Source: an optimization exercise on an open RTL-to-GDS flow (aim: a short achievable clock period and few clock cycles per item). Production flows keep margins and buffers that such runs may drop.
At most, simulation tests tie the RTL to the original design; equivalence was not proved.
Power is estimated from default activity; no workload was simulated.

==> job 5103 <==
==> flow/design.v <==
`timescale 1ns/1ps
`default_nettype none
package cpu_pkg;
  localparam int DATA_W = 8;
  localparam int IMEM_AW = 8;
  localparam int DMEM_AW = 4;
  localparam int REG_AW = 2;
  localparam int IMEM_DEPTH = 1 << IMEM_AW;
  localparam int DMEM_DEPTH = 1 << DMEM_AW;
  localparam int REG_NUM = 1 << REG_AW;
  localparam logic [3:0] OP_LD   = 4'd0;
  localparam logic [3:0] OP_ST   = 4'd1;
  localparam logic [3:0] OP_LDI  = 4'd2;
  localparam logic [3:0] OP_MOV  = 4'd3;
  localparam logic [3:0] OP_ADD  = 4'd4;
  localparam logic [3:0] OP_SUB  = 4'd5;
  localparam logic [3:0] OP_AND  = 4'd6;
  localparam logic [3:0] OP_CMP  = 4'd7;
  localparam logic [3:0] OP_OR   = 4'd8;
  localparam logic [3:0] OP_ORI  = 4'd9;
  localparam logic [3:0] OP_XOR  = 4'd10;
  localparam logic [3:0] OP_XORI = 4'd11;
  localparam logic [3:0] OP_ADDI = 4'd12;
  localparam logic [3:0] OP_SUBI = 4'd13;
  localparam logic [3:0] OP_ANDI = 4'd14;
  localparam logic [3:0] OP_CMPI = 4'd15;
endpackage
`default_nettype wire
`timescale 1ns/1ps
`default_nettype none
module instr_mem (
  input  wire logic         clk,
  input  wire logic [15:0]  whi,        
  input  wire logic [15:0]  wlo,        
  input  wire logic [7:0]   wdata,
  input  wire logic         adv,
  input  wire logic [7:0]   fa,
  output logic [7:0]        word
);
  logic [255:0][7:0] mem;
  always_ff @(posedge clk) begin
    for (int w = 0; w < 256; w++) begin
      if (whi[w / 16] && wlo[w % 16]) begin
        mem[w] <= wdata;
      end
    end
  end
  logic [63:0][7:0] s1_data;
  logic [5:0]       s1_a;
  logic [15:0][7:0] s2_data;
  logic [3:0]       s2_a;
  logic [3:0][7:0]  s3_data;
  logic [1:0]       s3_a;
  always_ff @(posedge clk) begin
    if (adv) begin
      for (int g = 0; g < 64; g++) begin
        s1_data[g] <= mem[{g[5:0], fa[1:0]}];
      end
      s1_a <= fa[7:2];
      for (int h = 0; h < 16; h++) begin
        s2_data[h] <= s1_data[{h[3:0], s1_a[1:0]}];
      end
      s2_a <= s1_a[5:2];
      for (int k = 0; k < 4; k++) begin
        s3_data[k] <= s2_data[{k[1:0], s2_a[1:0]}];
      end
      s3_a <= s2_a[3:2];
    end
  end
  assign word = s3_data[s3_a];
endmodule
`default_nettype wire
`timescale 1ns/1ps
`default_nettype none
module data_mem (
  input  wire logic         clk,
  input  wire logic         host_we,
  input  wire logic [3:0]   host_addr,
  input  wire logic [7:0]   host_wdata,
  output logic [7:0]        host_rdata,
  input  wire logic [15:0]  st_sel,       
  input  wire logic [7:0]   st_data,
  input  wire logic [15:0]  sel_d,        
  input  wire logic [15:0]  sel_e,        
  output logic [7:0]        rd_d,
  output logic [7:0]        rd_e
);
  logic [15:0][7:0] mem;
  always_ff @(posedge clk) begin
    for (int w = 0; w < 16; w++) begin
      if (host_we && host_addr == w[3:0]) begin
        mem[w] <= host_wdata;
      end else if (st_sel[w]) begin
        mem[w] <= st_data;
      end
    end
  end
  always_comb begin
    rd_d = '0;
    rd_e = '0;
    for (int w = 0; w < 16; w++) begin
      rd_d = rd_d | (mem[w] & {8{sel_d[w]}});
      rd_e = rd_e | (mem[w] & {8{sel_e[w]}});
    end
  end
  always_ff @(posedge clk) begin
    host_rdata <= mem[host_addr];
  end
endmodule
`default_nettype wire
`timescale 1ns/1ps
`default_nettype none
module reg_file (
  input  wire logic         clk,
  input  wire logic         rst,
  input  wire logic [3:0]   sel_a,
  input  wire logic [3:0]   sel_b,
  output logic [7:0]        a,
  output logic [7:0]        b,
  input  wire logic [3:0]   we,
  input  wire logic [7:0]   wdata
);
  logic [3:0][7:0] regs;
  always_ff @(posedge clk) begin
    for (int i = 0; i < 4; i++) begin
      if (rst) begin
        regs[i] <= '0;
      end else if (we[i]) begin
        regs[i] <= wdata;
      end
    end
  end
  always_comb begin
    a = '0;
    b = '0;
    for (int i = 0; i < 4; i++) begin
      a = a | (regs[i] & {8{sel_a[i]}});
      b = b | (regs[i] & {8{sel_b[i]}});
    end
  end
endmodule
`default_nettype wire
`timescale 1ns/1ps
`default_nettype none
module alu (
  input  wire logic [7:0]   a,
  input  wire logic [7:0]   b,
  input  wire logic         sub,       
  input  wire logic [5:0]   kind,      
  input  wire logic [7:0]   ld_data,
  output logic [7:0]        result,
  output logic [1:0]        cmp        
);
  logic [8:0] sum;
  logic       eq;
  assign sum = {1'b0, a} + {1'b0, b ^ {8{sub}}} + {8'd0, sub};
  assign eq  = (a == b);
  assign cmp = {sum[8] & ~eq, eq};
  assign result = ({8{kind[0]}} & sum[7:0])
                | ({8{kind[1]}} & (a & b))
                | ({8{kind[2]}} & (a | b))
                | ({8{kind[3]}} & (a ^ b))
                | ({8{kind[4]}} & b)
                | ({8{kind[5]}} & ld_data);
endmodule
`default_nettype wire
`timescale 1ns/1ps
`default_nettype none
module control_unit (
  input  wire logic         clk,
  input  wire logic         rst,
  input  wire logic         run,
  input  wire logic         flush,      
  output logic              adv,
  output logic [7:0]        fa,
  input  wire logic [7:0]   word,
  output logic [7:0]        pc,
  output logic              issue,
  output logic [3:0]        d_sel_a,
  output logic [3:0]        d_sel_b,
  output logic [7:0]        d_imm,
  output logic [15:0]       d_dsel,
  output logic              d_fwd_a,    
  output logic              d_fwd_b,
  output logic              d_fwd_l,    
  output logic              e_sub,
  output logic [5:0]        e_kind,
  output logic [3:0]        e_wsel,
  output logic [15:0]       e_dsel,
  output logic              e_st,
  output logic              e_cmp
);
  logic [2:0] s_valid;      
  logic       d_valid;
  logic       e_valid;
  logic       e_valid_next;
  logic       issue_next;
  logic       d_sub;
  logic [5:0] d_kind;
  logic [3:0] d_wsel;
  logic       d_st;
  logic       d_cmp;
  always_comb begin
    if (rst || flush) begin
      e_valid_next = 1'b0;
    end else if (adv) begin
      e_valid_next = d_valid;
    end else begin
      e_valid_next = e_valid;
    end
    issue_next = run & ~rst & e_valid_next;
  end
  always_ff @(posedge clk) begin
    if (rst) begin
      fa      <= '0;
      s_valid <= '0;
      d_valid <= 1'b0;
    end else if (flush) begin
      fa      <= pc;
      s_valid <= '0;
      d_valid <= 1'b0;
    end else if (adv) begin
      fa      <= fa + 8'd1;
      s_valid <= {s_valid[1:0], 1'b1};
      d_valid <= s_valid[2];
    end
    e_valid <= e_valid_next;
    issue   <= issue_next;
    adv     <= issue_next | ~e_valid_next;
    if (rst) begin
      pc <= '0;
    end else if (issue) begin
      pc <= pc + 8'd1;
    end
  end
  logic [3:0] op;
  logic [3:0] rd_oh;
  logic [3:0] rs_oh;
  logic       n_imm;
  logic       n_rr;
  logic       n_wr;
  logic [3:0] n_sel_a;
  logic [3:0] n_sel_b;
  logic [15:0] n_dsel;
  logic       n_st;
  assign op     = word[7:4];
  assign rd_oh  = 4'b0001 << word[3:2];
  assign rs_oh  = 4'b0001 << word[1:0];
  assign n_dsel = 16'h0001 << word[3:0];
  assign n_st   = (op == cpu_pkg::OP_ST);
  always_comb begin
    case (op)
      cpu_pkg::OP_LDI, cpu_pkg::OP_ORI, cpu_pkg::OP_XORI, cpu_pkg::OP_ADDI,
      cpu_pkg::OP_SUBI, cpu_pkg::OP_ANDI, cpu_pkg::OP_CMPI: n_imm = 1'b1;
      default: n_imm = 1'b0;
    endcase
    case (op)
      cpu_pkg::OP_MOV, cpu_pkg::OP_ADD, cpu_pkg::OP_SUB, cpu_pkg::OP_AND,
      cpu_pkg::OP_CMP, cpu_pkg::OP_OR, cpu_pkg::OP_XOR: n_rr = 1'b1;
      default: n_rr = 1'b0;
    endcase
    n_wr    = !(op == cpu_pkg::OP_ST || op == cpu_pkg::OP_CMP || op == cpu_pkg::OP_CMPI);
    n_sel_a = n_st ? 4'b0001 : rd_oh;
    n_sel_b = n_rr ? rs_oh : 4'b0000;
  end
  always_ff @(posedge clk) begin
    if (adv) begin
      d_sel_a <= n_sel_a;
      d_sel_b <= n_sel_b;
      d_imm   <= n_imm ? {{7{word[1]}}, word[0]} : 8'h00;
      d_sub   <= (op == cpu_pkg::OP_SUB) || (op == cpu_pkg::OP_SUBI) ||
                 (op == cpu_pkg::OP_CMP) || (op == cpu_pkg::OP_CMPI);
      d_kind  <= {op == cpu_pkg::OP_LD,
                  op == cpu_pkg::OP_LDI || op == cpu_pkg::OP_MOV,
                  op == cpu_pkg::OP_XOR || op == cpu_pkg::OP_XORI,
                  op == cpu_pkg::OP_OR  || op == cpu_pkg::OP_ORI,
                  op == cpu_pkg::OP_AND || op == cpu_pkg::OP_ANDI,
                  op == cpu_pkg::OP_ADD || op == cpu_pkg::OP_ADDI ||
                  op == cpu_pkg::OP_SUB || op == cpu_pkg::OP_SUBI};
      d_wsel  <= !n_wr ? 4'b0000 : (op == cpu_pkg::OP_LD) ? 4'b0001 : rd_oh;
      d_dsel  <= n_dsel;
      d_st    <= n_st;
      d_cmp   <= (op == cpu_pkg::OP_CMP) || (op == cpu_pkg::OP_CMPI);
      d_fwd_a <= |(n_sel_a & d_wsel);
      d_fwd_b <= |(n_sel_b & d_wsel);
      d_fwd_l <= |(n_dsel & d_dsel) & d_st;
      e_sub   <= d_sub;
      e_kind  <= d_kind;
      e_wsel  <= d_wsel;
      e_dsel  <= d_dsel;
      e_st    <= d_st;
      e_cmp   <= d_cmp;
    end
  end
endmodule
`default_nettype wire
`timescale 1ns/1ps
`default_nettype none
module cpu_top (
  input  wire logic                        clk,
  input  wire logic                        rst,
  input  wire logic                        prog_we,
  input  wire logic [cpu_pkg::IMEM_AW-1:0] prog_addr,
  input  wire logic [cpu_pkg::DATA_W-1:0]  prog_data,
  input  wire logic                        host_we,
  input  wire logic [cpu_pkg::DMEM_AW-1:0] host_addr,
  input  wire logic [cpu_pkg::DATA_W-1:0]  host_wdata,
  output logic [cpu_pkg::DATA_W-1:0]       dmem_host_rdata,
  input  wire logic                        run,
  output logic                             busy,
  output logic                             instr_done,
  output logic [cpu_pkg::IMEM_AW-1:0]      pc,
  output logic [1:0]                       flags
);
  logic        pw_we;
  logic [15:0] pw_hi;
  logic [15:0] pw_lo;
  logic [7:0]  pw_data;
  always_ff @(posedge clk) begin
    pw_we   <= prog_we;
    pw_hi   <= prog_we ? (16'h0001 << prog_addr[7:4]) : 16'h0000;
    pw_lo   <= 16'h0001 << prog_addr[3:0];
    pw_data <= prog_data;
  end
  logic        adv;
  logic [7:0]  fa;
  logic [7:0]  word;
  logic        issue;
  logic [3:0]  d_sel_a;
  logic [3:0]  d_sel_b;
  logic [7:0]  d_imm;
  logic [15:0] d_dsel;
  logic        d_fwd_a;
  logic        d_fwd_b;
  logic        d_fwd_l;
  logic        e_sub;
  logic [5:0]  e_kind;
  logic [3:0]  e_wsel;
  logic [15:0] e_dsel;
  logic        e_st;
  logic        e_cmp;
  instr_mem u_imem (
    .clk   (clk),
    .whi   (pw_hi),
    .wlo   (pw_lo),
    .wdata (pw_data),
    .adv   (adv),
    .fa    (fa),
    .word  (word)
  );
  control_unit u_ctrl (
    .clk     (clk),
    .rst     (rst),
    .run     (run),
    .flush   (pw_we),
    .adv     (adv),
    .fa      (fa),
    .word    (word),
    .pc      (pc),
    .issue   (issue),
    .d_sel_a (d_sel_a),
    .d_sel_b (d_sel_b),
    .d_imm   (d_imm),
    .d_dsel  (d_dsel),
    .d_fwd_a (d_fwd_a),
    .d_fwd_b (d_fwd_b),
    .d_fwd_l (d_fwd_l),
    .e_sub   (e_sub),
    .e_kind  (e_kind),
    .e_wsel  (e_wsel),
    .e_dsel  (e_dsel),
    .e_st    (e_st),
    .e_cmp   (e_cmp)
  );
  logic [7:0] a_q;
  logic [7:0] b_q;
  logic [7:0] l_q;
  logic [7:0] reg_a;
  logic [7:0] reg_b;
  logic [7:0] mem_d;
  logic [7:0] mem_e;
  logic [7:0] result;
  logic [1:0] cmp;
  reg_file u_regs (
    .clk   (clk),
    .rst   (rst),
    .sel_a (d_sel_a),
    .sel_b (d_sel_b),
    .a     (reg_a),
    .b     (reg_b),
    .we    (e_wsel & {4{issue}}),
    .wdata (result)
  );
  data_mem u_dmem (
    .clk        (clk),
    .host_we    (host_we),
    .host_addr  (host_addr),
    .host_wdata (host_wdata),
    .host_rdata (dmem_host_rdata),
    .st_sel     (e_dsel & {16{issue & e_st}}),
    .st_data    (a_q),
    .sel_d      (d_dsel),
    .sel_e      (e_dsel),
    .rd_d       (mem_d),
    .rd_e       (mem_e)
  );
  alu u_alu (
    .a       (a_q),
    .b       (b_q),
    .sub     (e_sub),
    .kind    (e_kind),
    .ld_data (l_q),
    .result  (result),
    .cmp     (cmp)
  );
  always_ff @(posedge clk) begin
    if (adv) begin
      a_q <= (issue && d_fwd_a) ? result : reg_a;
      b_q <= (issue && d_fwd_b) ? result : (reg_b | d_imm);
      l_q <= (issue && d_fwd_l) ? a_q : mem_d;
    end else begin
      l_q <= mem_e;
    end
  end
  logic [1:0] flags_q;
  always_ff @(posedge clk) begin
    if (rst) begin
      flags_q <= 2'b00;
    end else if (issue && e_cmp) begin
      flags_q <= cmp;
    end
  end
  assign flags      = flags_q;
  assign instr_done = issue;
  assign busy       = run | issue;
endmodule
`default_nettype wire
==> flow/run.sh <==
#!/bin/bash
# synth_recipe.tcl (not shown) runs the flow's synth.tcl, then flattens the netlist and writes it again
# the make line also repeats each setting of config.mk as NAME=value (left out here)
make -C /OpenROAD-flow-scripts/flow DESIGN_CONFIG=/design/flow/config.mk WORK_HOME=/design/flow/orfs CLKGATE_MAP_FILE= SYNTH_SCRIPT=/design/flow/synth_recipe.tcl finish
==> flow/config.mk <==
export PLATFORM = sky130hd
export DESIGN_NAME = cpu_top
export DESIGN_NICKNAME = cpu_top
export VERILOG_FILES = /design/flow/design.v
export SDC_FILE = /design/flow/constraint.sdc
export NUM_CORES = 4
export LEC_CHECK = 0
export ABC_CLOCK_PERIOD_IN_PS = 2000
export CAP_MARGIN = 20
export CORE_MARGIN = 2
export CORE_UTILIZATION = 40
export SETUP_SLACK_MARGIN = 2.2
export SLEW_MARGIN = 20
==> flow/constraint.sdc <==
create_clock -name core_clock -period 4.4 [get_ports {clk}]
set_input_delay 0.8800 -clock core_clock [delete_from_list [all_inputs] [get_ports {clk}]]
set_output_delay 0.8800 -clock core_clock [all_outputs]
set_load 0.01 [all_outputs]
==> job 8341: changes against job 5103 <==
--- a/flow/design.v
+++ b/flow/design.v
@@ -144,24 +144,47 @@
 `default_nettype none
 module alu (
   input  wire logic [7:0]   a,
-  input  wire logic [7:0]   b,
-  input  wire logic         sub,       
-  input  wire logic [5:0]   kind,      
-  input  wire logic [7:0]   ld_data,
-  output logic [7:0]        result,
-  output logic [1:0]        cmp        
+  input  wire logic [7:0]   bx,
+  input  wire logic         cin,
+  output logic [7:0]        p,
+  output logic [8:0]        c,         
+  output logic              z          
 );
-  logic [8:0] sum;
-  logic       eq;
-  assign sum = {1'b0, a} + {1'b0, b ^ {8{sub}}} + {8'd0, sub};
-  assign eq  = (a == b);
-  assign cmp = {sum[8] & ~eq, eq};
-  assign result = ({8{kind[0]}} & sum[7:0])
-                | ({8{kind[1]}} & (a & b))
-                | ({8{kind[2]}} & (a | b))
-                | ({8{kind[3]}} & (a ^ b))
-                | ({8{kind[4]}} & b)
-                | ({8{kind[5]}} & ld_data);
+  logic [7:0] g;
+  logic [7:0] g1, p1;    
+  logic [7:0] g2, p2;    
+  logic [7:0] gg;        
+  assign p = a ^ bx;
+  assign g = {a[7:1] & bx[7:1], (a[0] & bx[0]) | (a[0] & cin) | (bx[0] & cin)};
+  always_comb begin
+    for (int i = 0; i < 8; i++) begin
+      if (i % 2 == 1) begin
+        g1[i] = g[i] | (p[i] & g[i-1]);
+        p1[i] = p[i] & p[i-1];
+      end else begin
+        g1[i] = g[i];
+        p1[i] = p[i];
+      end
+    end
+    for (int i = 0; i < 8; i++) begin
+      if (i % 4 >= 2) begin
+        g2[i] = g1[i] | (p1[i] & g1[(i / 4) * 4 + 1]);
+        p2[i] = p1[i] & p1[(i / 4) * 4 + 1];
+      end else begin
+        g2[i] = g1[i];
+        p2[i] = p1[i];
+      end
+    end
+    for (int i = 0; i < 8; i++) begin
+      if (i >= 4) begin
+        gg[i] = g2[i] | (p2[i] & g2[3]);
+      end else begin
+        gg[i] = g2[i];
+      end
+    end
+  end
+  assign c = {gg, cin};
+  assign z = &p;
 endmodule
 `default_nettype wire
 `timescale 1ns/1ps
@@ -180,9 +203,10 @@
   output logic [3:0]        d_sel_b,
   output logic [7:0]        d_imm,
   output logic [15:0]       d_dsel,
-  output logic              d_fwd_a,    
-  output logic              d_fwd_b,
-  output logic              d_fwd_l,    
+  output logic              d_sub,
+  output logic [3:0]        e_sel_a,
+  output logic [3:0]        e_sel_b,
+  output logic [7:0]        e_imm,
   output logic              e_sub,
   output logic [5:0]        e_kind,
   output logic [3:0]        e_wsel,
@@ -195,7 +219,6 @@
   logic       e_valid;
   logic       e_valid_next;
   logic       issue_next;
-  logic       d_sub;
   logic [5:0] d_kind;
   logic [3:0] d_wsel;
   logic       d_st;
@@ -281,9 +304,9 @@
       d_dsel  <= n_dsel;
       d_st    <= n_st;
       d_cmp   <= (op == cpu_pkg::OP_CMP) || (op == cpu_pkg::OP_CMPI);
-      d_fwd_a <= |(n_sel_a & d_wsel);
-      d_fwd_b <= |(n_sel_b & d_wsel);
-      d_fwd_l <= |(n_dsel & d_dsel) & d_st;
+      e_sel_a <= d_sel_a;
+      e_sel_b <= d_sel_b;
+      e_imm   <= d_imm;
       e_sub   <= d_sub;
       e_kind  <= d_kind;
       e_wsel  <= d_wsel;
@@ -330,9 +353,10 @@
   logic [3:0]  d_sel_b;
   logic [7:0]  d_imm;
   logic [15:0] d_dsel;
-  logic        d_fwd_a;
-  logic        d_fwd_b;
-  logic        d_fwd_l;
+  logic        d_sub;
+  logic [3:0]  e_sel_a;
+  logic [3:0]  e_sel_b;
+  logic [7:0]  e_imm;
   logic        e_sub;
   logic [5:0]  e_kind;
   logic [3:0]  e_wsel;
@@ -362,9 +386,10 @@
     .d_sel_b (d_sel_b),
     .d_imm   (d_imm),
     .d_dsel  (d_dsel),
-    .d_fwd_a (d_fwd_a),
-    .d_fwd_b (d_fwd_b),
-    .d_fwd_l (d_fwd_l),
+    .d_sub   (d_sub),
+    .e_sel_a (e_sel_a),
+    .e_sel_b (e_sel_b),
+    .e_imm   (e_imm),
     .e_sub   (e_sub),
     .e_kind  (e_kind),
     .e_wsel  (e_wsel),
@@ -373,23 +398,31 @@
     .e_cmp   (e_cmp)
   );
   logic [7:0] a_q;
-  logic [7:0] b_q;
+  logic [7:0] bx_q;
   logic [7:0] l_q;
+  logic [7:0] w_q;
+  logic [3:0] w_we;
+  logic [3:0] sel_a;
+  logic [3:0] sel_b;
+  logic [7:0] imm;
+  logic       sub;
+  assign sel_a = adv ? d_sel_a : e_sel_a;
+  assign sel_b = adv ? d_sel_b : e_sel_b;
+  assign imm   = adv ? d_imm : e_imm;
+  assign sub   = adv ? d_sub : e_sub;
   logic [7:0] reg_a;
   logic [7:0] reg_b;
   logic [7:0] mem_d;
   logic [7:0] mem_e;
-  logic [7:0] result;
-  logic [1:0] cmp;
   reg_file u_regs (
     .clk   (clk),
     .rst   (rst),
-    .sel_a (d_sel_a),
-    .sel_b (d_sel_b),
+    .sel_a (sel_a),
+    .sel_b (sel_b),
     .a     (reg_a),
     .b     (reg_b),
-    .we    (e_wsel & {4{issue}}),
-    .wdata (result)
+    .we    (w_we),
+    .wdata (w_q)
   );
   data_mem u_dmem (
     .clk        (clk),
@@ -404,20 +437,54 @@
     .rd_d       (mem_d),
     .rd_e       (mem_e)
   );
+  logic [7:0] p;
+  logic [8:0] c;
+  logic       z;
   alu u_alu (
-    .a       (a_q),
-    .b       (b_q),
-    .sub     (e_sub),
-    .kind    (e_kind),
-    .ld_data (l_q),
-    .result  (result),
-    .cmp     (cmp)
+    .a   (a_q),
+    .bx  (bx_q),
+    .cin (e_sub),
+    .p   (p),
+    .c   (c),
+    .z   (z)
   );
+  logic [7:0] other;
+  assign other = ({8{e_kind[1]}} & (a_q & bx_q))
+               | ({8{e_kind[2]}} & (a_q | bx_q))
+               | ({8{e_kind[3]}} & (a_q ^ bx_q))
+               | ({8{e_kind[4]}} & bx_q)
+               | ({8{e_kind[5]}} & l_q);
+  logic [7:0] res1;
+  logic [7:0] res0;
+  logic [7:0] result;
+  assign res1   = e_kind[0] ? ~p : other;
+  assign res0   = e_kind[0] ? p : other;
+  logic       fwd_a;
+  logic       fwd_b;
+  logic [7:0] base_a;
+  logic [7:0] base_b;
+  logic [7:0] a_next;
+  logic [7:0] bx_next;
+  assign fwd_a  = issue & |(d_sel_a & e_wsel);
+  assign fwd_b  = issue & |(d_sel_b & e_wsel);
+  assign base_a = |(sel_a & w_we) ? w_q : reg_a;
+  assign base_b = (|(sel_b & w_we) ? w_q : reg_b) | imm;
+  always_comb begin
+    for (int i = 0; i < 8; i++) begin
+      result[i]  = c[i] ? res1[i] : res0[i];
+      a_next[i]  = c[i] ? (fwd_a ? res1[i] : base_a[i])
+                        : (fwd_a ? res0[i] : base_a[i]);
+      bx_next[i] = c[i] ? ((fwd_b ? res1[i] : base_b[i]) ^ sub)
+                        : ((fwd_b ? res0[i] : base_b[i]) ^ sub);
+    end
+  end
   always_ff @(posedge clk) begin
+    a_q  <= a_next;
+    bx_q <= bx_next;
+    w_q  <= result;
+    w_we <= (issue && !rst) ? e_wsel : 4'b0000;
     if (adv) begin
-      a_q <= (issue && d_fwd_a) ? result : reg_a;
-      b_q <= (issue && d_fwd_b) ? result : (reg_b | d_imm);
-      l_q <= (issue && d_fwd_l) ? a_q : mem_d;
+      l_q <= (issue && e_st && |(d_dsel & e_dsel)) ? a_q : mem_d;
     end else begin
       l_q <= mem_e;
     end
@@ -427,7 +494,7 @@
     if (rst) begin
       flags_q <= 2'b00;
     end else if (issue && e_cmp) begin
-      flags_q <= cmp;
+      flags_q <= {c[8] & ~z, z};
     end
   end
   assign flags      = flags_q;
==> comparison table <==
item                                                                   job 5103      job 8341
Total number of tap cells                                                  3781          3900
Core Footprint                                                     288000 sq um  290000 sq um
Post-Synth Adder-Cell Area                                              0.00288       0.00194
Run status                                     no timing/DRC/antenna violations  no timing/DRC/antenna violations
Synthesized netlist net count                                              5322          5379
Last weighted congestion value of the routability-driven placer           0.932         0.964
Setup Slack @ Placement                                                0.868 ns       1.22 ns
Sequential-cell power consumption                                       32.8 mW       33.0 mW
Layout Cells excl Fill                                                     9607          9792
Critical path data arrival time                                         1.66 ns       1.51 ns
Met3 track demand over resource in global routing                        0.0319        0.0318
Fraction of post-synthesis cell area in the top cell type by area         0.765         0.756
Comb_multi_in                                                              1872          1913
Highest cell delay on the worst timing path                             0.35 ns       0.33 ns
Pwr Total                                                               60.5 mW       61.1 mW
WL met1                                                                  116 mm        119 mm
Area used by sequential logic in the layout                         90900 sq um   91200 sq um
Worst-case register-to-register setup slack                             1.91 ns       2.19 ns
Cell area after layout                                             133000 sq um  133000 sq um
Testbench counts of job 5103, summed over its fixed seeds: cycles 8,200, items 8,192.
The RTL of job 8341 was laid out without a check of its function.

separate check: timing with driven ports:
No port has a modelled driver above. Below, the same layouts with a new extraction and two added sets of constraints. Step 1 sets driving cells, clkbuf_16 on the clock port and buf_2 on the other inputs (assumed; they add their load-dependent delay and slew). Step 2 moves the port delays by t, midway between the first and last clock arrival at a register: inputs arrive t later, outputs are due t later. That takes back most of the time a late clock gives input paths. Three values: no drivers, after step 1, after step 2; two values: the first two.
| run | t (ns) | slack for setup (ns) | slew at the worst register clock pin (ns) |
|---|---|---|---|
| job 5103 | 0.960 | 1.859 / 1.769 / 1.335 | 0.07 / 0.07 |
| job 8341 | 0.964 | 2.005 / 1.912 / 1.309 | 0.07 / 0.07 |
After both steps setup and hold are still met in every run listed. The setup slack of job 8341, which loses most, moves by -0.093 ns with the drivers and by -0.696 ns with both steps.
